Background: an optimization exercise with open tools, aiming at small area, a short achievable clock period and few clock cycles per item. Do not read the settings as production practice. In this exercise RTL edits were held to simulation tests only and were not proved equivalent to the original. Power is estimated from default activity; no workload was simulated.

Setup of the baseline:
==> flow/design.v <==
package kvt_pkg;
    localparam int ENTRIES = 16;
    localparam int KEY_W   = 32;
    localparam int VAL_W   = 32;
    localparam int OP_W    = 2;
    localparam logic [OP_W-1:0] OP_DEFINE = 2'd0;
    localparam logic [OP_W-1:0] OP_LOOKUP = 2'd1;
    localparam logic [OP_W-1:0] OP_DELETE = 2'd2;
    localparam logic [OP_W-1:0] OP_UNUSED = 2'd3;
endpackage
module kvt_cell
(
    input  logic                      i_clk,
    input  logic                      i_rst_n,
    input  logic [kvt_pkg::KEY_W-1:0] i_key,
    input  logic [kvt_pkg::VAL_W-1:0] i_value,
    input  logic                      i_upd,     
    input  logic                      i_del,     
    input  logic                      i_ins,     
    output logic                      o_valid,
    output logic                      o_match,
    output logic [kvt_pkg::VAL_W-1:0] o_value
);
    logic                      r_valid;
    logic [kvt_pkg::KEY_W-1:0] r_key;
    logic [kvt_pkg::VAL_W-1:0] r_value;
    assign o_match = r_valid && (r_key == i_key);
    always_ff @(posedge i_clk) begin
        if (!i_rst_n) begin
            r_valid <= 1'b0;
        end else if (i_ins) begin
            r_valid <= 1'b1;
        end else if (i_del && o_match) begin
            r_valid <= 1'b0;
        end
    end
    always_ff @(posedge i_clk) begin
        if (!r_valid) begin
            r_key <= i_key;
        end
        if (!r_valid || (i_upd && o_match)) begin
            r_value <= i_value;
        end
    end
    assign o_valid = r_valid;
    assign o_value = r_value;
endmodule
module key_value_table
(
    input  logic        i_clk,
    input  logic        i_rst_n,
    input  logic        i_s_axis_tvalid,
    output logic        o_s_axis_tready,
    input  logic [63:0] i_s_axis_tdata,    
    input  logic [1:0]  i_s_axis_tuser,    
    output logic        o_m_axis_tvalid,
    input  logic        i_m_axis_tready,
    output logic [31:0] o_m_axis_tdata,    
    output logic [1:0]  o_m_axis_tuser     
);
    localparam int N = kvt_pkg::ENTRIES;
    logic [kvt_pkg::OP_W-1:0]  w_op;
    logic [kvt_pkg::KEY_W-1:0] w_key;
    logic [kvt_pkg::VAL_W-1:0] w_value_in;
    logic                      r_out_valid;
    logic                      r_found;
    logic                      r_full;
    logic [kvt_pkg::VAL_W-1:0] r_value_out;
    logic                      w_advance;
    logic                      w_exec;
    logic                      w_define;
    logic                      w_delete;
    logic                      w_hit;
    logic                      w_full;
    logic [N-1:0]              w_valid;
    logic [N-1:0]              w_match;
    logic [N-1:0]              w_free;
    logic [N-1:0]              w_ins;
    logic [kvt_pkg::VAL_W-1:0] w_value [N];
    logic [kvt_pkg::VAL_W-1:0] w_read;
    assign w_op            = i_s_axis_tuser;
    assign w_key           = i_s_axis_tdata[31:0];
    assign w_value_in      = i_s_axis_tdata[63:32];
    assign w_advance       = !r_out_valid || i_m_axis_tready;
    assign w_exec          = i_s_axis_tvalid && w_advance;
    assign o_s_axis_tready = w_advance;
    assign w_define = w_exec && (w_op == kvt_pkg::OP_DEFINE);
    assign w_delete = w_exec && (w_op == kvt_pkg::OP_DELETE);
    for (genvar g = 0; g < N; g++) begin : g_cell
        kvt_cell u_cell (
            .i_clk   (i_clk),
            .i_rst_n (i_rst_n),
            .i_key   (w_key),
            .i_value (w_value_in),
            .i_upd   (w_define),
            .i_del   (w_delete),
            .i_ins   (w_ins[g]),
            .o_valid (w_valid[g]),
            .o_match (w_match[g]),
            .o_value (w_value[g])
        );
    end
    always_comb begin
        logic seen;
        seen = 1'b0;
        for (int i = 0; i < N; i++) begin
            w_free[i] = !w_valid[i] && !seen;
            seen      = seen || !w_valid[i];
        end
    end
    assign w_hit  = |w_match;
    assign w_full = &w_valid;
    assign w_ins  = (w_define && !w_hit) ? w_free : '0;
    always_comb begin
        w_read = '0;
        for (int i = 0; i < N; i++) begin
            w_read = w_read | (w_match[i] ? w_value[i] : '0);
        end
    end
    always_ff @(posedge i_clk) begin
        if (!i_rst_n) begin
            r_out_valid <= 1'b0;
        end else begin
            if (w_advance) begin
                r_out_valid <= i_s_axis_tvalid;
            end
        end
    end
    always_ff @(posedge i_clk) begin
        if (w_advance) begin
            r_found     <= w_hit && (w_op != kvt_pkg::OP_UNUSED);
            r_full      <= (w_op == kvt_pkg::OP_DEFINE) && !w_hit && w_full;
            r_value_out <= (w_op == kvt_pkg::OP_LOOKUP) ? w_read : '0;
        end
    end
    assign o_m_axis_tvalid = r_out_valid;
    assign o_m_axis_tdata  = r_value_out;
    assign o_m_axis_tuser  = {r_full, r_found};
endmodule
make LEC_CHECK=0 CAP_MARGIN=20 CORE_MARGIN=2 CORE_UTILIZATION=40 SLEW_MARGIN=20 finish   # period 4.0 ns
run.sh (not shown) runs the stock make flow with config.mk's settings and CLKGATE_MAP_FILE= SYNTH_SCRIPT=/design/flow/synth_recipe.tcl, a recipe that flattens the netlist after the stock synthesis.
Per the final summary, the baseline finished and its layout is clean on timing, DRC and antenna.
Testbench counts of the baseline, summed over its fixed seeds: cycles 9,608, items 9,600.
Input changes introduced in the candidate (baseline for comparison: the baseline):
==> flow/design.v, changed modules only <==
module key_value_table
(
    input  logic        i_clk,
    input  logic        i_rst_n,
    input  logic        i_s_axis_tvalid,
    output logic        o_s_axis_tready,
    input  logic [63:0] i_s_axis_tdata,    
    input  logic [1:0]  i_s_axis_tuser,    
    output logic        o_m_axis_tvalid,
    input  logic        i_m_axis_tready,
    output logic [31:0] o_m_axis_tdata,    
    output logic [1:0]  o_m_axis_tuser     
);
    localparam int N = kvt_pkg::ENTRIES;
    logic                      r_req_valid;
    logic [kvt_pkg::OP_W-1:0]  r_op;
    logic [kvt_pkg::KEY_W-1:0] r_key;
    logic [kvt_pkg::VAL_W-1:0] r_value;
    logic                      r_out_valid;
    logic                      r_found;
    logic                      r_full;
    logic [kvt_pkg::VAL_W-1:0] r_value_out;
    logic                      w_advance;
    logic                      w_exec;
    logic                      w_define;
    logic                      w_delete;
    logic                      w_hit;
    logic                      w_full;
    logic [N-1:0]              w_valid;
    logic [N-1:0]              w_match;
    logic [N-1:0]              w_free;
    logic [N-1:0]              w_ins;
    logic [kvt_pkg::VAL_W-1:0] w_value [N];
    logic [kvt_pkg::VAL_W-1:0] w_read;
    assign w_advance       = !r_out_valid || i_m_axis_tready;
    assign w_exec          = r_req_valid && w_advance;
    assign o_s_axis_tready = !r_req_valid || w_advance;
    assign w_define = w_exec && (r_op == kvt_pkg::OP_DEFINE);
    assign w_delete = w_exec && (r_op == kvt_pkg::OP_DELETE);
    for (genvar g = 0; g < N; g++) begin : g_cell
        kvt_cell u_cell (
            .i_clk   (i_clk),
            .i_rst_n (i_rst_n),
            .i_key   (r_key),
            .i_value (r_value),
            .i_upd   (w_define),
            .i_del   (w_delete),
            .i_ins   (w_ins[g]),
            .o_valid (w_valid[g]),
            .o_match (w_match[g]),
            .o_value (w_value[g])
        );
    end
    always_comb begin
        logic seen;
        seen = 1'b0;
        for (int i = 0; i < N; i++) begin
            w_free[i] = !w_valid[i] && !seen;
            seen      = seen || !w_valid[i];
        end
    end
    assign w_hit  = |w_match;
    assign w_full = &w_valid;
    assign w_ins  = (w_define && !w_hit) ? w_free : '0;
    always_comb begin
        w_read = '0;
        for (int i = 0; i < N; i++) begin
            w_read = w_read | (w_match[i] ? w_value[i] : '0);
        end
    end
    always_ff @(posedge i_clk) begin
        if (!i_rst_n) begin
            r_req_valid <= 1'b0;
            r_out_valid <= 1'b0;
        end else begin
            if (o_s_axis_tready) begin
                r_req_valid <= i_s_axis_tvalid;
            end
            if (w_advance) begin
                r_out_valid <= r_req_valid;
            end
        end
    end
    always_ff @(posedge i_clk) begin
        if (o_s_axis_tready) begin
            r_op    <= i_s_axis_tuser;
            r_key   <= i_s_axis_tdata[31:0];
            r_value <= i_s_axis_tdata[63:32];
        end
        if (w_advance) begin
            r_found     <= w_hit && (r_op != kvt_pkg::OP_UNUSED);
            r_full      <= (r_op == kvt_pkg::OP_DEFINE) && !w_hit && w_full;
            r_value_out <= (r_op == kvt_pkg::OP_LOOKUP) ? w_read : '0;
        end
    end
    assign o_m_axis_tvalid = r_out_valid;
    assign o_m_axis_tdata  = r_value_out;
    assign o_m_axis_tuser  = {r_full, r_found};
endmodule
## What came out
- Capturing instance or port of the critical path: g_cell[5].u_cell.r_valid -> the candidate, g_cell[13].u_cell.r_valid -> the baseline
- Compare the candidate and the baseline | hold-critical path depth lower: the baseline
- The standard cells in the candidate occupy more silicon area than those in the baseline do.
- Changes observed in the candidate relative to the baseline: number of cells in the finished layout apart from fillers went up 418, count of mapped cells out of synthesis went up 14%, number of storage elements in the synthesis netlist went up 6.2%, peak fanout along the critical path went down 6, number of synthesized flops with an enable pin went up 66.
- The candidate vs the baseline: clock buffer count from CTS up
Testbench counts of the candidate, summed over its fixed seeds: cycles 9,616, items 9,600.

---

v6:
Another version of the RTL of key_value_table (not shown whole).
Size: about 2,700 cells after synthesis, roughly 1,200 flip-flops.
==> module key_value_table, before the edit <==
module key_value_table
(
    input  logic        i_clk,
    input  logic        i_rst_n,
    input  logic        i_s_axis_tvalid,
    output logic        o_s_axis_tready,
    input  logic [63:0] i_s_axis_tdata,    
    input  logic [1:0]  i_s_axis_tuser,    
    output logic        o_m_axis_tvalid,
    input  logic        i_m_axis_tready,
    output logic [31:0] o_m_axis_tdata,    
    output logic [1:0]  o_m_axis_tuser     
);
    localparam int N = kvt_pkg::ENTRIES;
    logic                      r_req_valid;
    logic [kvt_pkg::OP_W-1:0]  r_op;
    logic [kvt_pkg::KEY_W-1:0] r_key;
    logic [kvt_pkg::VAL_W-1:0] r_value;
    logic [N-1:0]              r_match;
    logic                      r_kill;     
    logic                      r_tready;   
    logic                      w_ready;
    logic                      w_req_valid_nx;
    logic                      w_skid_valid_nx;
    logic                      r_out_valid;
    logic                      r_found;
    logic                      r_full;
    logic [kvt_pkg::VAL_W-1:0] r_value_out;
    logic                      r_skid_valid;
    logic                      r_skid_found;
    logic                      r_skid_full;
    logic [kvt_pkg::VAL_W-1:0] r_skid_value;
    logic                      w_take;
    logic                      w_res_found;
    logic                      w_res_full;
    logic [kvt_pkg::VAL_W-1:0] w_res_value;
    logic                      w_advance;
    logic                      w_exec;
    logic                      w_define;
    logic                      w_delete;
    logic                      w_hit;
    logic                      w_full;
    logic                      w_same_key;
    logic [N-1:0]              w_valid;
    logic [N-1:0]              w_cmp;
    logic [N-1:0]              w_free;
    logic [N-1:0]              w_ins;
    logic [N-1:0]              w_insv;
    logic [kvt_pkg::VAL_W-1:0] w_value [N];
    logic [kvt_pkg::VAL_W-1:0] w_read;
    assign w_advance       = !r_skid_valid;
    assign w_exec          = r_req_valid && w_advance;
    assign w_take          = !r_out_valid || i_m_axis_tready;
    assign w_ready         = !r_req_valid || w_advance;
    assign o_s_axis_tready = r_tready;
    assign w_define = w_exec && (r_op == kvt_pkg::OP_DEFINE);
    assign w_delete = w_exec && (r_op == kvt_pkg::OP_DELETE);
    for (genvar g = 0; g < N; g++) begin : g_cell
        kvt_cell u_cell (
            .i_clk     (i_clk),
            .i_rst_n   (i_rst_n),
            .i_cmp_key (i_s_axis_tdata[31:0]),
            .i_key     (r_key),
            .i_value   (r_value),
            .i_match   (r_match[g]),
            .i_upd     (w_define),
            .i_del     (w_delete),
            .i_ins     (w_ins[g]),
            .o_valid   (w_valid[g]),
            .o_match   (w_cmp[g]),
            .o_value   (w_value[g])
        );
    end
    always_comb begin
        logic seen;
        seen = 1'b0;
        for (int i = 0; i < N; i++) begin
            w_free[i] = !w_valid[i] && !seen;
            seen      = seen || !w_valid[i];
        end
    end
    assign w_hit  = |r_match && !r_kill;
    assign w_full = &w_valid;
    assign w_ins  = (w_define && !w_hit) ? w_free : '0;
    assign w_insv = ((r_op == kvt_pkg::OP_DEFINE) && !w_hit) ? w_free : '0;
    assign w_same_key = r_req_valid && (r_key == i_s_axis_tdata[31:0]);
    always_comb begin
        w_read = '0;
        for (int i = 0; i < N; i++) begin
            w_read = w_read | (r_match[i] ? w_value[i] : '0);
        end
    end
    assign w_res_found = w_hit && (r_op != kvt_pkg::OP_UNUSED);
    assign w_res_full  = (r_op == kvt_pkg::OP_DEFINE) && !w_hit && w_full;
    assign w_res_value = ((r_op == kvt_pkg::OP_LOOKUP) && w_hit) ? w_read : '0;
    assign w_req_valid_nx  = w_ready ? i_s_axis_tvalid : r_req_valid;
    assign w_skid_valid_nx = r_skid_valid ? !w_take : (w_exec && !w_take);
    always_ff @(posedge i_clk) begin
        if (!i_rst_n) begin
            r_req_valid <= 1'b0;
            r_out_valid <= 1'b0;
            r_skid_valid <= 1'b0;
            r_tready     <= 1'b1;
        end else begin
            r_req_valid  <= w_req_valid_nx;
            r_skid_valid <= w_skid_valid_nx;
            r_tready     <= !w_req_valid_nx || !w_skid_valid_nx;
            if (w_take) begin
                r_out_valid <= r_skid_valid || w_exec;
            end
        end
    end
    always_ff @(posedge i_clk) begin
        if (w_ready) begin
            r_op    <= i_s_axis_tuser;
            r_key   <= i_s_axis_tdata[31:0];
            r_value <= i_s_axis_tdata[63:32];
            r_match <= w_cmp | (w_insv & {N{w_same_key}});
            r_kill  <= w_same_key && (r_op == kvt_pkg::OP_DELETE);
        end
        if (w_take) begin
            r_found     <= r_skid_valid ? r_skid_found : w_res_found;
            r_full      <= r_skid_valid ? r_skid_full  : w_res_full;
            r_value_out <= r_skid_valid ? r_skid_value : w_res_value;
        end
        if (!r_skid_valid) begin
            r_skid_found <= w_res_found;
            r_skid_full  <= w_res_full;
            r_skid_value <= w_res_value;
        end
    end
    assign o_m_axis_tvalid = r_out_valid;
    assign o_m_axis_tdata  = r_value_out;
    assign o_m_axis_tuser  = {r_full, r_found};
endmodule
Settings: LEC_CHECK=0, CAP_MARGIN=20, CORE_MARGIN=2, CORE_UTILIZATION=40, CTS_CLUSTER_DIAMETER=100, CTS_CLUSTER_SIZE=30, SETUP_SLACK_MARGIN=2.0, SLEW_MARGIN=20, TNS_END_PERCENT=5; clock period 4.0 ns.
Per the final summary, v6 finished and its layout is clean on timing, DRC and antenna.
Testbench counts of v6, summed over its fixed seeds: cycles 9,616, items 9,600.
### v6 -> v7
--- a/flow/design.v
+++ b/flow/design.v
@@ -64,14 +64,18 @@
     logic                      r_req_valid;
     logic [kvt_pkg::OP_W-1:0]  r_op;
     logic [kvt_pkg::KEY_W-1:0] r_key;
     logic [kvt_pkg::VAL_W-1:0] r_value;
-    logic [N-1:0]              r_match;
+    logic [N-1:0]              r_raw;      
+    logic                      r_same;     
     logic                      r_kill;     
+    logic [N-1:0]              r_insv;     
+    logic                      r_ins_any;  
     logic                      r_tready;   
     logic                      w_ready;
     logic                      w_req_valid_nx;
     logic                      w_skid_valid_nx;
+    logic [N-1:0]              w_match;
     logic                      r_out_valid;
     logic                      r_found;
     logic                      r_full;
     logic [kvt_pkg::VAL_W-1:0] r_value_out;
@@ -110,9 +114,9 @@
             .i_rst_n   (i_rst_n),
             .i_cmp_key (i_s_axis_tdata[31:0]),
             .i_key     (r_key),
             .i_value   (r_value),
-            .i_match   (r_match[g]),
+            .i_match   (w_match[g]),
             .i_upd     (w_define),
             .i_del     (w_delete),
             .i_ins     (w_ins[g]),
             .o_valid   (w_valid[g]),
@@ -127,22 +131,23 @@
             w_free[i] = !w_valid[i] && !seen;
             seen      = seen || !w_valid[i];
         end
     end
-    assign w_hit  = |r_match && !r_kill;
+    assign w_match = (r_raw & {N{!r_kill}}) | (r_insv & {N{r_same}});
+    assign w_hit  = (|r_raw && !r_kill) || (r_same && r_ins_any);
     assign w_full = &w_valid;
     assign w_ins  = (w_define && !w_hit) ? w_free : '0;
     assign w_insv = ((r_op == kvt_pkg::OP_DEFINE) && !w_hit) ? w_free : '0;
     assign w_same_key = r_req_valid && (r_key == i_s_axis_tdata[31:0]);
     always_comb begin
         w_read = '0;
         for (int i = 0; i < N; i++) begin
-            w_read = w_read | (r_match[i] ? w_value[i] : '0);
+            w_read = w_read | (w_match[i] ? w_value[i] : '0);
         end
     end
     assign w_res_found = w_hit && (r_op != kvt_pkg::OP_UNUSED);
     assign w_res_full  = (r_op == kvt_pkg::OP_DEFINE) && !w_hit && w_full;
-    assign w_res_value = ((r_op == kvt_pkg::OP_LOOKUP) && w_hit) ? w_read : '0;
+    assign w_res_value = (r_op == kvt_pkg::OP_LOOKUP) ? w_read : '0;
     assign w_req_valid_nx  = w_ready ? i_s_axis_tvalid : r_req_valid;
     assign w_skid_valid_nx = r_skid_valid ? !w_take : (w_exec && !w_take);
     always_ff @(posedge i_clk) begin
         if (!i_rst_n) begin
@@ -163,10 +168,13 @@
         if (w_ready) begin
             r_op    <= i_s_axis_tuser;
             r_key   <= i_s_axis_tdata[31:0];
             r_value <= i_s_axis_tdata[63:32];
-            r_match <= w_cmp | (w_insv & {N{w_same_key}});
+            r_raw   <= w_cmp;
+            r_same  <= w_same_key;
             r_kill  <= w_same_key && (r_op == kvt_pkg::OP_DELETE);
+            r_insv  <= w_insv;
+            r_ins_any <= (r_op == kvt_pkg::OP_DEFINE) && !w_hit && !w_full;
         end
         if (w_take) begin
             r_found     <= r_skid_valid ? r_skid_found : w_res_found;
             r_full      <= r_skid_valid ? r_skid_full  : w_res_full;
--- outcome ---
Per the final summary, v7 finished and its layout is clean on timing, DRC and antenna. Measured against each other, v6 and v7 differ in area share of buffers outside the clock network, the higher figure coming from v7. The startpoint of the most critical setup path comes out r_same$_DFFE_PN_ in one run and r_match[13]$_DFFE_PN_ in the other, namely in v7 and v6 respectively. Critical path's slowest cell = and2_2: v7; critical path's slowest cell = edfxtp_1: v6. Comparing v6 against v7, there is no change at all in global-route congestion overflow total. Relative to v6, the register bit total from synthesis measured on v7 has increased slightly. Of v7 and v6, it is v7 that has the lower sequential share of layout area. Placeable core area ends up lower on v6. When v7 is measured against v6, its placed instance count turns out about 9% higher. Number of gates resized after CTS (v7 over v6): increase, 58. Relative to v6, post-route cell area increased by 0.0035 mm2 in v7. In v7 the global-route wire length before repair turned out 27,000 um higher than in v6. Total number of vias up 4,484 in v7 wrt v6. v7 vs. v6: number of instances in the synthesized netlist rose by 385, ratio of final minimum period to clock period rose by 1.8 points. Delta(share of power burned in combinational logic, v7 - v6) > 0. [v7] total setup buffers inserted after CTS rose about 260% relative to v6.
Testbench counts of v7, summed over its fixed seeds: cycles 9,616, items 9,600.

-- port drivers added, routing unchanged --
The results above use ideal ports. As a check the final layouts listed here were re-extracted and re-timed, cells and wires unchanged. Step 1 assumes that a clkbuf_16 drives the clock port and a buf_2 every other input. Step 2 times the ports against the registers' clock, not the clock port: input delays grow and output delays shrink by t, the midpoint of the rising clock arrivals with the driver on. Three values: ideal ports, drivers, drivers and shift; two values: the first two.
run | shift t [ns] | slack for setup (ns) | worst register clock-pin slew, ns
the baseline | 0.766 | 0.784 / 0.828 / 0.062 | 0.06 / 0.06
the candidate | 0.778 | 0.425 / 0.425 / 0.304 | 0.07 / 0.07
v6 | 0.738 | 1.609 / 1.609 / 0.928 | 0.12 / 0.12
v7 | 0.768 | 1.538 / 1.538 / 1.071 | 0.12 / 0.12
After both steps setup and hold are still met in every run listed. For the baseline, which loses most, drivers alone change the setup slack by +0.044 ns; drivers and shift together by -0.722 ns.
